Background: an optimization exercise with open tools, aiming at small area. Do not read the settings as production practice. Function was checked by simulation only, so behaviour that the tests miss may differ from the original. Power and IR drop assume default switching activity.

==> v1 <==
## instruction_decode_stage
module instruction_decode_stage #(
  parameter int DATA_W      = 32,
  parameter int STALL_CNT_W = 16
) (
  input  logic                   CLK,
  input  logic                   RESET,
  input  logic [31:0]            IR,
  input  logic [31:0]            PC_plus4,
  input  logic                   IF_valid,
  input  logic                   flush,
  input  logic                   WB_write_enable,
  input  logic [4:0]             WB_write_reg,
  input  logic [DATA_W-1:0]      WB_write_data,
  output logic                   PC_write_enable,
  output logic                   IF_ID_write_enable,
  output logic                   ID_EX_valid,
  output logic [31:0]            ID_EX_pc_plus4,
  output logic [DATA_W-1:0]      ID_EX_read_data1,
  output logic [DATA_W-1:0]      ID_EX_read_data2,
  output logic [31:0]            ID_EX_imm,
  output logic [31:0]            ID_EX_jump_target,
  output logic [4:0]             ID_EX_rs,
  output logic [4:0]             ID_EX_rt,
  output logic [4:0]             ID_EX_rd,
  output logic [4:0]             ID_EX_shamt,
  output logic [5:0]             ID_EX_funct,
  output logic                   ID_EX_reg_dst,
  output logic                   ID_EX_alu_src,
  output logic                   ID_EX_mem_to_reg,
  output logic                   ID_EX_reg_write,
  output logic                   ID_EX_mem_read,
  output logic                   ID_EX_mem_write,
  output logic                   ID_EX_branch,
  output logic                   ID_EX_jump,
  output logic [1:0]             ID_EX_alu_op,
  output logic                   ID_EX_illegal,
  output logic [STALL_CNT_W-1:0] stall_count
);
Settings: LEC_CHECK=0, CAP_MARGIN=10, CELL_PAD_IN_SITES_DETAIL_PLACEMENT=1, CELL_PAD_IN_SITES_GLOBAL_PLACEMENT=2, CORE_MARGIN=2, CORE_UTILIZATION=35, PLACE_DENSITY=0.5, SETUP_SLACK_MARGIN=0.15, SLEW_MARGIN=10; clock period 5.0 ns.
standard.sh (not shown) runs the stock make flow with config.mk's settings and CLKGATE_MAP_FILE= SYNTH_SCRIPT=/design/flow/synth_recipe.tcl, a recipe that flattens the netlist after the stock synthesis.
==> flow/flow/run.sh <==
#!/bin/bash
# Standard ORFS layout with four changes:
# - synthesis maps the logic with an area-oriented ABC script (flow/abc_area.script) in place of
#   ORFS's speed script; everything else in synthesis is the standard one (synth_recipe.tcl);
# - port buffers use buf_1 (the default pick is a clkdlybuf4s50_1);
# - CTS inserts no dummy loads and uses larger sink clusters.
set -euo pipefail
cd "$(dirname "$0")/.."
WORK=$(pwd)
# ORFS scripts folder whose speed ABC script is replaced
mkdir -p "$WORK/scripts_abc"
for f in "$FLOW_HOME"/scripts/*; do ln -sf "$f" "$WORK/scripts_abc/"; done
rm -f "$WORK/scripts_abc/abc_speed.script"
cp "$WORK/flow/abc_area.script" "$WORK/scripts_abc/abc_speed.script"
bash standard.sh SCRIPTS_DIR="$WORK/scripts_abc" synth > synth_make.log 2>&1
CTS="-sink_clustering_enable -repair_clock_nets -dont_use_dummy_load"
CTS="$CTS -sink_clustering_size 28 -sink_clustering_max_diameter 80"
CTS="$CTS -buf_list {sky130_fd_sc_hd__clkbuf_16}"
bash standard.sh \
  BUFFER_PORTS_ARGS="-buffer_cell sky130_fd_sc_hd__buf_1" \
  CTS_ARGS="$CTS" \
  finish > flow_make.log 2>&1
==> flow/flow/abc_area.script <==
&get -n
&st
&dch
&nf -R 20
&st
&syn2
&dch
&nf -a -R 20
&put
topo
stime -c
==> v36: changes against v1 <==
==> flow/run.sh (new file) <==
#!/bin/bash
# synth_recipe.tcl (not shown) runs the flow's synth.tcl, then flattens the netlist and writes it again
# the make line also repeats each setting of config.mk as NAME=value (left out here)
make -C /OpenROAD-flow-scripts/flow DESIGN_CONFIG=/design/flow/config.mk WORK_HOME=/design/flow/orfs CLKGATE_MAP_FILE= SYNTH_SCRIPT=/design/flow/synth_recipe.tcl finish
CAP_MARGIN = 40   (was 10)
CORE_UTILIZATION = 60   (was 35)
PLACE_DENSITY = 0.7   (was 0.5)
SETUP_SLACK_MARGIN = default   (was 0.15)
SLEW_MARGIN = 40   (was 10)
removed: flow/flow/run.sh
removed: flow/flow/abc_area.script
removed: flow/standard.sh
==> comparison <==
- Of v36 and v1, v36 has the higher via count (gap 13%, measured against v1).
- Of v36 and v1, v1 has the higher die area (gap 39%, measured against v1).
- In v1 the final cell count is larger than in v36, by 11%.
- In v1 the routed wire length is higher than in v36, by about 5%.
- Against v36, the synthesized cell count of v1 is smaller by 11%.
- v1 finished clean. v36 finished but failed the layout checks on negative setup slack.
- Of v1 and v36, v1 has the higher worst setup slack (gap 0.33 ns).
- Power: v1 is smaller than v36 (17%).
- Sequential cell count is the same in v1 and v36.
- Between v36 and v1, the lower core utilization is in v1 (gap 31 points).
==> figures <==
|  | v1 | v36 |
|---|---|---|
| Outcome | complete, no violations | complete, but fails checks |
| Reasons for failing layout checks | - | negative setup slack |
| Well tap count | 1,650 | 978 |
| Cell area after placement | 48,980 sq um | 50,590 sq um |
| Largest voltage drop on the vdd net | 0.2193 mV | 0.3835 mV |
| Fraction of standard cell area in multi-input logic | 22.36% | 22.24% |
| WL final | 248.0 mm | 235.8 mm |
| Achievable Freq | 205.2 MHz | 192.1 MHz |
| Crit path depth | 8 | 9 |
| Worst-case hold slack | 0.4000 ns | 0.3346 ns |
| Final-stage net count | 3,323 | 3,427 |
| Post-Synthesis Cells | 2,701 | 3,026 |
| Clock network area share | 3.249% | 6.574% |
| Final sum of negative setup slack | 0 ns | -1.652 ns |
| Arrival time worst endpoint | 3.87 ns | 4.21 ns |
| Non-clk invs | 10 | 4 |
| Share of total power consumed by net switching | 23.22% | 22.91% |
| Post-route worst setup slack | 0.1267 ns | -0.2057 ns |
| Ant diodes | 6 | 15 |
| Multiplexer share of the synthesized area | 0.02560% | 0.02453% |

re-timing with driven ports:
How much do the figures lean on ideal ports? The routed layouts below were timed once more, with nothing changed but the port constraints. Step 1 (the two cells are an assumption about what drives the block):
set clk [get_ports {CLK}]
set_driving_cell -lib_cell sky130_fd_sc_hd__clkbuf_16 $clk
set_driving_cell -lib_cell sky130_fd_sc_hd__buf_2 [delete_from_list [all_inputs] $clk]
Step 2, shift: input delay + t, output delay - t, t = (earliest + latest rising clock arrival at the registers) / 2. This alone moves slack from input paths to output paths. Three values: ideal, step 1, step 2; two values: the first two.
run | t, ns | slack for setup (ns) | clock arrival spread, ns | worst register clock-pin slew, ns
v1 | 0.748 | 0.127 / 0.043 / 0.791 | 0.069 / 0.069 | 0.12 / 0.12
v36 | 0.787 | -0.206 / -0.285 / 0.330 | 0.040 / 0.040 | 0.08 / 0.08
